This is an optimization exercise on Yosys and OpenROAD, whose aim is a short achievable clock period and few clock cycles, not a production implementation. The RTL was checked by simulation tests, not by an equivalence proof against the original design.

==> inputs of v16 <==
==> flow/design.v <==
package cpu_pkg;
  localparam int xlen = 32;
  localparam int reg_idx_w = 5;
  localparam int imem_addr_w = 6;
endpackage
`timescale 1ns/1ns
module fdec (
  input  logic [31:0] pc,
  input  logic [31:0] inst,
  input  logic [31:0] rs1v,   
  input  logic [31:0] rs2v,
  input  logic [4:0]  x_rd,   
  input  logic        x_we,
  output logic [4:0]  rs1,
  output logic [4:0]  rs2,
  output logic [31:0] a,
  output logic [31:0] b,
  output logic [31:0] s,
  output logic        fa,
  output logic        fb,
  output logic        fs,
  output logic [31:0] tgt,
  output logic [31:0] npc,
  output logic        o_add,
  output logic        o_sub,
  output logic        o_and,
  output logic        o_or,
  output logic        o_xor,
  output logic        o_slt,
  output logic        o_ld,
  output logic        st,
  output logic        br,
  output logic        bne,
  output logic        ec,
  output logic        we,
  output logic [4:0]  rd
);
  logic is_op, is_opimm, is_load, is_store, is_br, is_jal, is_sys;
  logic [2:0] f3;
  logic [31:0] imm_i, imm_s, imm_b, imm_j;
  assign f3 = inst[14:12];
  assign is_op    = inst[6:0] == 7'b0110011;
  assign is_opimm = inst[6:0] == 7'b0010011;
  assign is_load  = inst[6:0] == 7'b0000011;
  assign is_store = inst[6:0] == 7'b0100011;
  assign is_br    = inst[6:0] == 7'b1100011;
  assign is_jal   = inst[6:0] == 7'b1101111;
  assign is_sys   = inst[6:0] == 7'b1110011;
  assign imm_i = {{20{inst[31]}}, inst[31:20]};
  assign imm_s = {{20{inst[31]}}, inst[31:25], inst[11:7]};
  assign imm_b = {{19{inst[31]}}, inst[31], inst[7], inst[30:25], inst[11:8], 1'b0};
  assign imm_j = {{11{inst[31]}}, inst[31], inst[19:12], inst[20], inst[30:21], 1'b0};
  assign rs1 = is_sys ? 5'd17 : inst[19:15];   
  assign rs2 = inst[24:20];
  assign rd = inst[11:7];
  logic op_add, op_sub, op_and, op_or, op_xor, op_slt;
  assign op_add = is_op && f3 == 3'b000 && !inst[30];
  assign op_sub = is_op && f3 == 3'b000 && inst[30];
  assign op_and = is_op && f3 == 3'b111;
  assign op_or  = is_op && f3 == 3'b110;
  assign op_xor = is_op && f3 == 3'b100;
  assign op_slt = is_op && f3 == 3'b010;
  assign o_add = op_add || op_sub || is_opimm || is_jal;
  assign o_sub = op_sub || op_slt;
  assign o_and = op_and;
  assign o_or  = op_or;
  assign o_xor = op_xor;
  assign o_slt = op_slt;
  assign o_ld  = is_load;
  assign st    = is_store;
  assign br    = is_br;
  assign bne   = f3[0];
  assign ec    = is_sys;
  assign we    = (op_add || op_sub || op_and || op_or || op_xor || op_slt || is_opimm || is_load
                  || is_jal) && rd != 5'd0;
  assign a = is_jal ? pc + 32'd4 : rs1v;
  assign b = (is_opimm || is_load) ? imm_i : is_store ? imm_s : is_jal ? 32'd0 : rs2v;
  assign s = rs2v;
  assign fa = !is_jal && x_we && x_rd == rs1;
  assign fb = !(is_opimm || is_load || is_store || is_jal) && x_we && x_rd == rs2;
  assign fs = x_we && x_rd == rs2;
  assign tgt = pc + (is_jal ? imm_j : imm_b);
  assign npc = is_jal ? tgt : pc + 32'd4;
endmodule
module cpu (
  input  logic                               clk,
  input  logic                               reset,
  input  logic                               prog_we,
  input  logic [cpu_pkg::imem_addr_w-1:0]    prog_addr,
  input  logic [cpu_pkg::xlen-1:0]           prog_data,
  input  logic [cpu_pkg::reg_idx_w-1:0]      dbg_idx,
  output logic                               is_halted,
  output logic [cpu_pkg::xlen-1:0]           dbg_data
);
  logic [31:0] imem [64];
  logic [31:0] rf [32];     
  logic [31:0] dmem [64];
  logic [31:0] fpc;   
  logic [31:0] x_a, x_b, x_s, x_tgt;
  logic        x_fa, x_fb, x_fs;
  logic        x_add, x_sub, x_and, x_or, x_xor, x_slt, x_ld, x_st, x_br, x_bne, x_ec, x_we;
  logic [4:0]  x_rd;
  logic [31:0] w_res;   
  always_ff @(posedge clk) begin
    if (prog_we) imem[prog_addr] <= prog_data;
  end
  function automatic logic [31:0] rf_rd(input logic [4:0] i);
    rf_rd = (i == 5'd0) ? 32'd0 : rf[i];
  endfunction
  logic [31:0] av, bv, sv, bx, sum, res, ldata;
  logic [7:0]  addr8;
  logic [5:0]  daddr;
  logic        lt, taken, halt_now;
  assign av = x_fa ? w_res : x_a;
  assign bv = x_fb ? w_res : x_b;
  assign sv = x_fs ? w_res : x_s;
  assign bx = bv ^ {32{x_sub}};
  assign sum = av + bx + {31'd0, x_sub};
  assign lt = (av[31] != bv[31]) ? av[31] : sum[31];
  assign addr8 = av[7:0] + bv[7:0];
  assign daddr = addr8[7:2];
  assign ldata = dmem[daddr];
  assign res = ({32{x_add}} & sum) | ({32{x_and}} & (av & bv)) | ({32{x_or}} & (av | bv))
             | ({32{x_xor}} & (av ^ bv)) | {31'd0, x_slt & lt} | ({32{x_ld}} & ldata);
  assign taken = x_br && ((av == sv) ^ x_bne) && !reset;
  assign halt_now = x_ec && av == 32'd10 && !is_halted;
  always_ff @(posedge clk) begin
    if (reset) begin
      for (int i = 0; i < 32; i++) rf[i] <= 32'd0;
    end else if (x_we && !is_halted) begin
      rf[x_rd] <= res;
    end
  end
  always_ff @(posedge clk) begin
    if (reset) begin
      for (int i = 0; i < 64; i++) dmem[i] <= 32'd0;
    end else if (x_st && !is_halted) begin
      dmem[daddr] <= sv;
    end
  end
  always_ff @(posedge clk) begin
    w_res <= res;
  end
  always_ff @(posedge clk) begin
    if (reset) is_halted <= 1'b0;
    else if (halt_now) is_halted <= 1'b1;
  end
  assign dbg_data = rf_rd(dbg_idx);
  logic [31:0] m_inst, t_inst, z_inst;
  logic [4:0]  m_rs1, m_rs2, t_rs1, t_rs2, z_rs1, z_rs2;
  logic [31:0] m_a, m_b, m_s, m_tgt, m_npc, t_a, t_b, t_s, t_tgt, t_npc, z_a, z_b, z_s, z_tgt, z_npc;
  logic        m_fa, m_fb, m_fs, t_fa, t_fb, t_fs, z_fa, z_fb, z_fs;
  logic        m_add, m_sub, m_and, m_or, m_xor, m_slt, m_ld, m_st, m_br, m_bne, m_ec, m_we;
  logic        t_add, t_sub, t_and, t_or, t_xor, t_slt, t_ld, t_st, t_br, t_bne, t_ec, t_we;
  logic        z_add, z_sub, z_and, z_or, z_xor, z_slt, z_ld, z_st, z_br, z_bne, z_ec, z_we;
  logic [4:0]  m_rd, t_rd, z_rd;
  assign m_inst = imem[fpc[7:2]];
  assign t_inst = imem[x_tgt[7:2]];
  assign z_inst = (prog_we && prog_addr == 6'd0) ? prog_data : imem[0];
  fdec u_m (
    .pc(fpc), .inst(m_inst), .rs1v(rf_rd(m_rs1)), .rs2v(rf_rd(m_rs2)), .x_rd(x_rd), .x_we(x_we),
    .rs1(m_rs1), .rs2(m_rs2), .a(m_a), .b(m_b), .s(m_s), .fa(m_fa), .fb(m_fb), .fs(m_fs),
    .tgt(m_tgt), .npc(m_npc), .o_add(m_add), .o_sub(m_sub), .o_and(m_and), .o_or(m_or),
    .o_xor(m_xor), .o_slt(m_slt), .o_ld(m_ld), .st(m_st), .br(m_br), .bne(m_bne), .ec(m_ec),
    .we(m_we), .rd(m_rd)
  );
  fdec u_t (
    .pc(x_tgt), .inst(t_inst), .rs1v(rf_rd(t_rs1)), .rs2v(rf_rd(t_rs2)), .x_rd(x_rd), .x_we(x_we),
    .rs1(t_rs1), .rs2(t_rs2), .a(t_a), .b(t_b), .s(t_s), .fa(t_fa), .fb(t_fb), .fs(t_fs),
    .tgt(t_tgt), .npc(t_npc), .o_add(t_add), .o_sub(t_sub), .o_and(t_and), .o_or(t_or),
    .o_xor(t_xor), .o_slt(t_slt), .o_ld(t_ld), .st(t_st), .br(t_br), .bne(t_bne), .ec(t_ec),
    .we(t_we), .rd(t_rd)
  );
  fdec u_z (
    .pc(32'd0), .inst(z_inst), .rs1v(32'd0), .rs2v(32'd0), .x_rd(5'd0), .x_we(1'b0),
    .rs1(z_rs1), .rs2(z_rs2), .a(z_a), .b(z_b), .s(z_s), .fa(z_fa), .fb(z_fb), .fs(z_fs),
    .tgt(z_tgt), .npc(z_npc), .o_add(z_add), .o_sub(z_sub), .o_and(z_and), .o_or(z_or),
    .o_xor(z_xor), .o_slt(z_slt), .o_ld(z_ld), .st(z_st), .br(z_br), .bne(z_bne), .ec(z_ec),
    .we(z_we), .rd(z_rd)
  );
  always_ff @(posedge clk) begin
    if (reset) begin
      fpc <= z_npc;
      x_a <= z_a; x_b <= z_b; x_s <= z_s; x_tgt <= z_tgt;
      x_fa <= z_fa; x_fb <= z_fb; x_fs <= z_fs;
      x_add <= z_add; x_sub <= z_sub; x_and <= z_and; x_or <= z_or; x_xor <= z_xor;
      x_slt <= z_slt; x_ld <= z_ld; x_st <= z_st; x_br <= z_br; x_bne <= z_bne; x_ec <= z_ec;
      x_we <= z_we; x_rd <= z_rd;
    end else if (taken) begin
      fpc <= t_npc;
      x_a <= t_a; x_b <= t_b; x_s <= t_s; x_tgt <= t_tgt;
      x_fa <= t_fa; x_fb <= t_fb; x_fs <= t_fs;
      x_add <= t_add; x_sub <= t_sub; x_and <= t_and; x_or <= t_or; x_xor <= t_xor;
      x_slt <= t_slt; x_ld <= t_ld; x_st <= t_st; x_br <= t_br; x_bne <= t_bne; x_ec <= t_ec;
      x_we <= t_we; x_rd <= t_rd;
    end else begin
      fpc <= m_npc;
      x_a <= m_a; x_b <= m_b; x_s <= m_s; x_tgt <= m_tgt;
      x_fa <= m_fa; x_fb <= m_fb; x_fs <= m_fs;
      x_add <= m_add; x_sub <= m_sub; x_and <= m_and; x_or <= m_or; x_xor <= m_xor;
      x_slt <= m_slt; x_ld <= m_ld; x_st <= m_st; x_br <= m_br; x_bne <= m_bne; x_ec <= m_ec;
      x_we <= m_we; x_rd <= m_rd;
    end
  end
endmodule
==> flow/run.sh <==
#!/bin/bash
# synth_recipe.tcl (not shown) runs the flow's synth.tcl, then flattens the netlist and writes it again
# the make line also repeats each setting of config.mk as NAME=value (left out here)
make -C /OpenROAD-flow-scripts/flow DESIGN_CONFIG=/design/flow/config.mk WORK_HOME=/design/flow/orfs CLKGATE_MAP_FILE= SYNTH_SCRIPT=/design/flow/synth_recipe.tcl finish
==> flow/config.mk <==
export PLATFORM = sky130hd
export DESIGN_NAME = cpu
export DESIGN_NICKNAME = cpu
export VERILOG_FILES = /design/flow/design.v
export SDC_FILE = /design/flow/constraint.sdc
export NUM_CORES = 4
export LEC_CHECK = 0
export CAP_MARGIN = 20
export CORE_MARGIN = 2
export CORE_UTILIZATION = 22
export PLACE_DENSITY = 0.35
export SLEW_MARGIN = 20
==> flow/constraint.sdc <==
create_clock -name core_clock -period 9.0 [get_ports {clk}]
set_input_delay 1.8000 -clock core_clock [delete_from_list [all_inputs] [get_ports {clk}]]
set_output_delay 1.8000 -clock core_clock [all_outputs]
set_load 0.01 [all_outputs]
==> v34 (differences from v16) <==
==> flow/design.v, changed modules only <==
module fdec (
  input  logic [31:0] pc,
  input  logic [31:0] inst,
  output logic [4:0]  rs1,   
  output logic [4:0]  rs2,
  output logic [31:0] imm,   
  output logic        bimm,
  output logic [31:0] tgt,
  output logic [31:0] npc,
  output logic        o_add,
  output logic        o_sub,
  output logic        o_and,
  output logic        o_or,
  output logic        o_xor,
  output logic        o_slt,
  output logic        o_ld,
  output logic        st,
  output logic        br,
  output logic        bne,
  output logic        ec,
  output logic        we,
  output logic [4:0]  rd
);
  logic is_op, is_opimm, is_load, is_store, is_br, is_jal, is_sys;
  logic [2:0] f3;
  logic [31:0] imm_i, imm_s, imm_b, imm_j, pc4;
  assign f3 = inst[14:12];
  assign is_op    = inst[6:0] == 7'b0110011;
  assign is_opimm = inst[6:0] == 7'b0010011;
  assign is_load  = inst[6:0] == 7'b0000011;
  assign is_store = inst[6:0] == 7'b0100011;
  assign is_br    = inst[6:0] == 7'b1100011;
  assign is_jal   = inst[6:0] == 7'b1101111;
  assign is_sys   = inst[6:0] == 7'b1110011;
  assign imm_i = {{20{inst[31]}}, inst[31:20]};
  assign imm_s = {{20{inst[31]}}, inst[31:25], inst[11:7]};
  assign imm_b = {{19{inst[31]}}, inst[31], inst[7], inst[30:25], inst[11:8], 1'b0};
  assign imm_j = {{11{inst[31]}}, inst[31], inst[19:12], inst[20], inst[30:21], 1'b0};
  assign pc4 = pc + 32'd4;
  assign rs1 = is_sys ? 5'd17 : is_jal ? 5'd0 : inst[19:15];   
  assign rs2 = inst[24:20];
  assign rd = inst[11:7];
  logic op_add, op_sub, op_and, op_or, op_xor, op_slt;
  assign op_add = is_op && f3 == 3'b000 && !inst[30];
  assign op_sub = is_op && f3 == 3'b000 && inst[30];
  assign op_and = is_op && f3 == 3'b111;
  assign op_or  = is_op && f3 == 3'b110;
  assign op_xor = is_op && f3 == 3'b100;
  assign op_slt = is_op && f3 == 3'b010;
  assign o_add = op_add || op_sub || is_opimm || is_jal;
  assign o_sub = op_sub || op_slt;
  assign o_and = op_and;
  assign o_or  = op_or;
  assign o_xor = op_xor;
  assign o_slt = op_slt;
  assign o_ld  = is_load;
  assign st    = is_store;
  assign br    = is_br;
  assign bne   = f3[0];
  assign ec    = is_sys;
  assign we    = (op_add || op_sub || op_and || op_or || op_xor || op_slt || is_opimm || is_load
                  || is_jal) && rd != 5'd0;
  assign imm = is_jal ? pc4 : is_store ? imm_s : imm_i;
  assign bimm = is_opimm || is_load || is_store || is_jal;
  assign tgt = pc + (is_jal ? imm_j : imm_b);
  assign npc = is_jal ? tgt : pc4;
endmodule
module cpu (
  input  logic                               clk,
  input  logic                               reset,
  input  logic                               prog_we,
  input  logic [cpu_pkg::imem_addr_w-1:0]    prog_addr,
  input  logic [cpu_pkg::xlen-1:0]           prog_data,
  input  logic [cpu_pkg::reg_idx_w-1:0]      dbg_idx,
  output logic                               is_halted,
  output logic [cpu_pkg::xlen-1:0]           dbg_data
);
  logic [31:0] imem [64];
  logic [31:0] rf [32];     
  logic [31:0] dmem [64];
  logic [31:0] fpc;   
  logic [31:0] x_imm, x_tgt;
  logic [4:0]  x_rs1, x_rs2;
  logic        x_bimm;
  logic        x_add, x_sub, x_and, x_or, x_xor, x_slt, x_ld, x_st, x_br, x_bne, x_ec, x_we;
  logic [4:0]  x_rd;
  logic        halted;   
  logic        reset_q;
  logic [63:0] wr_mask;   
  logic [63:0] used;   
  logic        restart;   
  logic        restart_q;   
  always_ff @(posedge clk) begin
    if (prog_we) imem[prog_addr] <= prog_data;
  end
  logic [31:0] av, bv, sv, bx, sum, res, ldata;
  logic [7:0]  addr8;
  logic [5:0]  daddr;
  logic        lt, taken, halt_now;
  assign av = (x_rs1 == 5'd0) ? 32'd0 : rf[x_rs1];
  assign sv = (x_rs2 == 5'd0) ? 32'd0 : rf[x_rs2];
  assign bv = x_bimm ? x_imm : sv;
  assign bx = bv ^ {32{x_sub}};
  assign sum = av + bx + {31'd0, x_sub};
  assign lt = (av[31] != bv[31]) ? av[31] : sum[31];
  assign addr8 = av[7:0] + bv[7:0];
  assign daddr = addr8[7:2];
  assign ldata = dmem[daddr];
  assign res = ({32{x_add}} & sum) | ({32{x_and}} & (av & bv)) | ({32{x_or}} & (av | bv))
             | ({32{x_xor}} & (av ^ bv)) | {31'd0, x_slt & lt} | ({32{x_ld}} & ldata);
  assign taken = x_br && ((av == sv) ^ x_bne);
  assign halt_now = x_ec && av == 32'd10 && !halted;
  always_ff @(posedge clk) begin
    if (restart) begin
      for (int i = 0; i < 32; i++) rf[i] <= 32'd0;
    end else if (x_we && !halted) begin
      rf[x_rd] <= res;
    end
  end
  always_ff @(posedge clk) begin
    if (restart) begin
      for (int i = 0; i < 64; i++) dmem[i] <= 32'd0;
    end else if (x_st && !halted) begin
      dmem[daddr] <= sv;
    end
  end
  always_ff @(posedge clk) begin
    if (restart) halted <= 1'b0;
    else if (halt_now) halted <= 1'b1;
  end
  always_ff @(posedge clk) begin
    is_halted <= !reset && !restart_q && (halted || halt_now);
  end
  assign dbg_data = (dbg_idx == 5'd0) ? 32'd0 : rf[dbg_idx];
  logic [31:0] m_inst, t_inst, z_inst;
  logic [4:0]  m_rs1, m_rs2, t_rs1, t_rs2, z_rs1, z_rs2;
  logic [31:0] m_imm, m_tgt, m_npc, t_imm, t_tgt, t_npc, z_imm, z_tgt, z_npc;
  logic        m_bimm, t_bimm, z_bimm;
  logic        m_add, m_sub, m_and, m_or, m_xor, m_slt, m_ld, m_st, m_br, m_bne, m_ec, m_we;
  logic        t_add, t_sub, t_and, t_or, t_xor, t_slt, t_ld, t_st, t_br, t_bne, t_ec, t_we;
  logic        z_add, z_sub, z_and, z_or, z_xor, z_slt, z_ld, z_st, z_br, z_bne, z_ec, z_we;
  logic [4:0]  m_rd, t_rd, z_rd;
  assign m_inst = imem[fpc[7:2]];
  assign t_inst = imem[x_tgt[7:2]];
  assign z_inst = (prog_we && prog_addr == 6'd0) ? prog_data : imem[0];
  fdec u_m (
    .pc(fpc), .inst(m_inst), .rs1(m_rs1), .rs2(m_rs2), .imm(m_imm), .bimm(m_bimm),
    .tgt(m_tgt), .npc(m_npc), .o_add(m_add), .o_sub(m_sub), .o_and(m_and), .o_or(m_or),
    .o_xor(m_xor), .o_slt(m_slt), .o_ld(m_ld), .st(m_st), .br(m_br), .bne(m_bne), .ec(m_ec),
    .we(m_we), .rd(m_rd)
  );
  fdec u_t (
    .pc(x_tgt), .inst(t_inst), .rs1(t_rs1), .rs2(t_rs2), .imm(t_imm), .bimm(t_bimm),
    .tgt(t_tgt), .npc(t_npc), .o_add(t_add), .o_sub(t_sub), .o_and(t_and), .o_or(t_or),
    .o_xor(t_xor), .o_slt(t_slt), .o_ld(t_ld), .st(t_st), .br(t_br), .bne(t_bne), .ec(t_ec),
    .we(t_we), .rd(t_rd)
  );
  fdec u_z (
    .pc(32'd0), .inst(z_inst), .rs1(z_rs1), .rs2(z_rs2), .imm(z_imm), .bimm(z_bimm),
    .tgt(z_tgt), .npc(z_npc), .o_add(z_add), .o_sub(z_sub), .o_and(z_and), .o_or(z_or),
    .o_xor(z_xor), .o_slt(z_slt), .o_ld(z_ld), .st(z_st), .br(z_br), .bne(z_bne), .ec(z_ec),
    .we(z_we), .rd(z_rd)
  );
  logic [5:0] m_idx, t_idx, sel_idx;
  logic       m_ok, t_ok, sel_ok;
  assign m_idx = fpc[7:2];
  assign t_idx = x_tgt[7:2];
  assign m_ok = !reset || wr_mask[m_idx];   
  assign t_ok = !reset || wr_mask[t_idx];
  assign sel_idx = taken ? t_idx : m_idx;
  assign sel_ok = taken ? t_ok : m_ok;
  assign restart = (reset && (!reset_q || !prog_we || prog_addr == 6'd0)) || restart_q;
  always_ff @(posedge clk) begin
    restart_q <= reset && !restart && (used[prog_addr] || (prog_addr == m_idx && m_ok)
                                       || (prog_addr == t_idx && t_ok && x_br));
  end
  always_ff @(posedge clk) begin
    reset_q <= reset;
    if (reset && (!reset_q || !prog_we || prog_addr == 6'd0)) wr_mask <= 64'd0;
    if (prog_we) wr_mask[prog_addr] <= 1'b1;
  end
  always_ff @(posedge clk) begin
    if (restart) begin
      used <= 64'd1;
    end else if (sel_ok) begin
      used[sel_idx] <= 1'b1;
    end
  end
  always_ff @(posedge clk) begin
    if (restart) begin
      fpc <= z_npc;
      x_rs1 <= z_rs1; x_rs2 <= z_rs2; x_imm <= z_imm; x_bimm <= z_bimm; x_tgt <= z_tgt;
      x_add <= z_add; x_sub <= z_sub; x_and <= z_and; x_or <= z_or; x_xor <= z_xor;
      x_slt <= z_slt; x_ld <= z_ld; x_st <= z_st; x_br <= z_br; x_bne <= z_bne; x_ec <= z_ec;
      x_we <= z_we; x_rd <= z_rd;
    end else if (!sel_ok) begin
      fpc <= taken ? x_tgt : fpc;   
      x_br <= 1'b0; x_st <= 1'b0; x_ec <= 1'b0; x_we <= 1'b0;
    end else if (taken) begin
      fpc <= t_npc;
      x_rs1 <= t_rs1; x_rs2 <= t_rs2; x_imm <= t_imm; x_bimm <= t_bimm; x_tgt <= t_tgt;
      x_add <= t_add; x_sub <= t_sub; x_and <= t_and; x_or <= t_or; x_xor <= t_xor;
      x_slt <= t_slt; x_ld <= t_ld; x_st <= t_st; x_br <= t_br; x_bne <= t_bne; x_ec <= t_ec;
      x_we <= t_we; x_rd <= t_rd;
    end else begin
      fpc <= m_npc;
      x_rs1 <= m_rs1; x_rs2 <= m_rs2; x_imm <= m_imm; x_bimm <= m_bimm; x_tgt <= m_tgt;
      x_add <= m_add; x_sub <= m_sub; x_and <= m_and; x_or <= m_or; x_xor <= m_xor;
      x_slt <= m_slt; x_ld <= m_ld; x_st <= m_st; x_br <= m_br; x_bne <= m_bne; x_ec <= m_ec;
      x_we <= m_we; x_rd <= m_rd;
    end
  end
endmodule
--- a/flow/config.mk
+++ b/flow/config.mk
@@ -9,4 +9,6 @@
 export CORE_MARGIN = 2
 export CORE_UTILIZATION = 22
 export PLACE_DENSITY = 0.35
+export SETUP_SLACK_MARGIN = 3.0
 export SLEW_MARGIN = 20
+export TNS_END_PERCENT = 10
==> comparison <==
Of v34 and v16, v16 has the higher first-iteration DRC count (gap about 44%, measured against v16). Of v34 and v16, v16 has the higher clock-buffer cell count (gap 21). Against v34, the area after synthesis of v16 is higher by 4.7%. In v16 the design area is lower than in v34, by 3.0%. Of v34 and v16, v16 has the higher sequential share of layout area (gap 0.73 points). Against v16, the die area of v34 is smaller by 4.4%. In v16 the global-route usage is higher than in v34, by 4.0 points.
Testbench counts of v16, summed over its fixed seeds: cycles 34,217.
Testbench counts of v34, summed over its fixed seeds: cycles 26,590.

## static timing again, ports no longer ideal
The flow's constraints put no driver on any port. The routed layouts listed below were extracted and timed again, unchanged, in two steps.
Step 1 (the two cells are an assumption about what drives the block):
set clk [get_ports {clk}]
set_driving_cell -lib_cell sky130_fd_sc_hd__clkbuf_16 $clk
set_driving_cell -lib_cell sky130_fd_sc_hd__buf_2 [delete_from_list [all_inputs] $clk]
Step 2 moves the port delays by t, midway between the first and last clock arrival at a register: inputs arrive t later, outputs are due t later. That takes back most of the time a late clock gives input paths.
Slacks: ideal ports / drivers / drivers and shift; pairs: ideal ports / drivers.
| run | t (ns) | setup slack, ns | worst setup path at the end | clock arrival spread, ns | worst data-port slew with drivers (ns) |
|---|---|---|---|---|---|
| v16 | 1.270 | 0.679 / 0.679 / 0.679 | register to register | 0.173 / 0.173 | 0.19 |
| v34 | 1.206 | 2.248 / 1.787 / 1.464 | input to register | 0.153 / 0.153 | 0.59 |
After both steps setup and hold are still met in every run listed. The setup slack of v34, which loses most, moves by -0.461 ns with the drivers and by -0.784 ns with both steps.
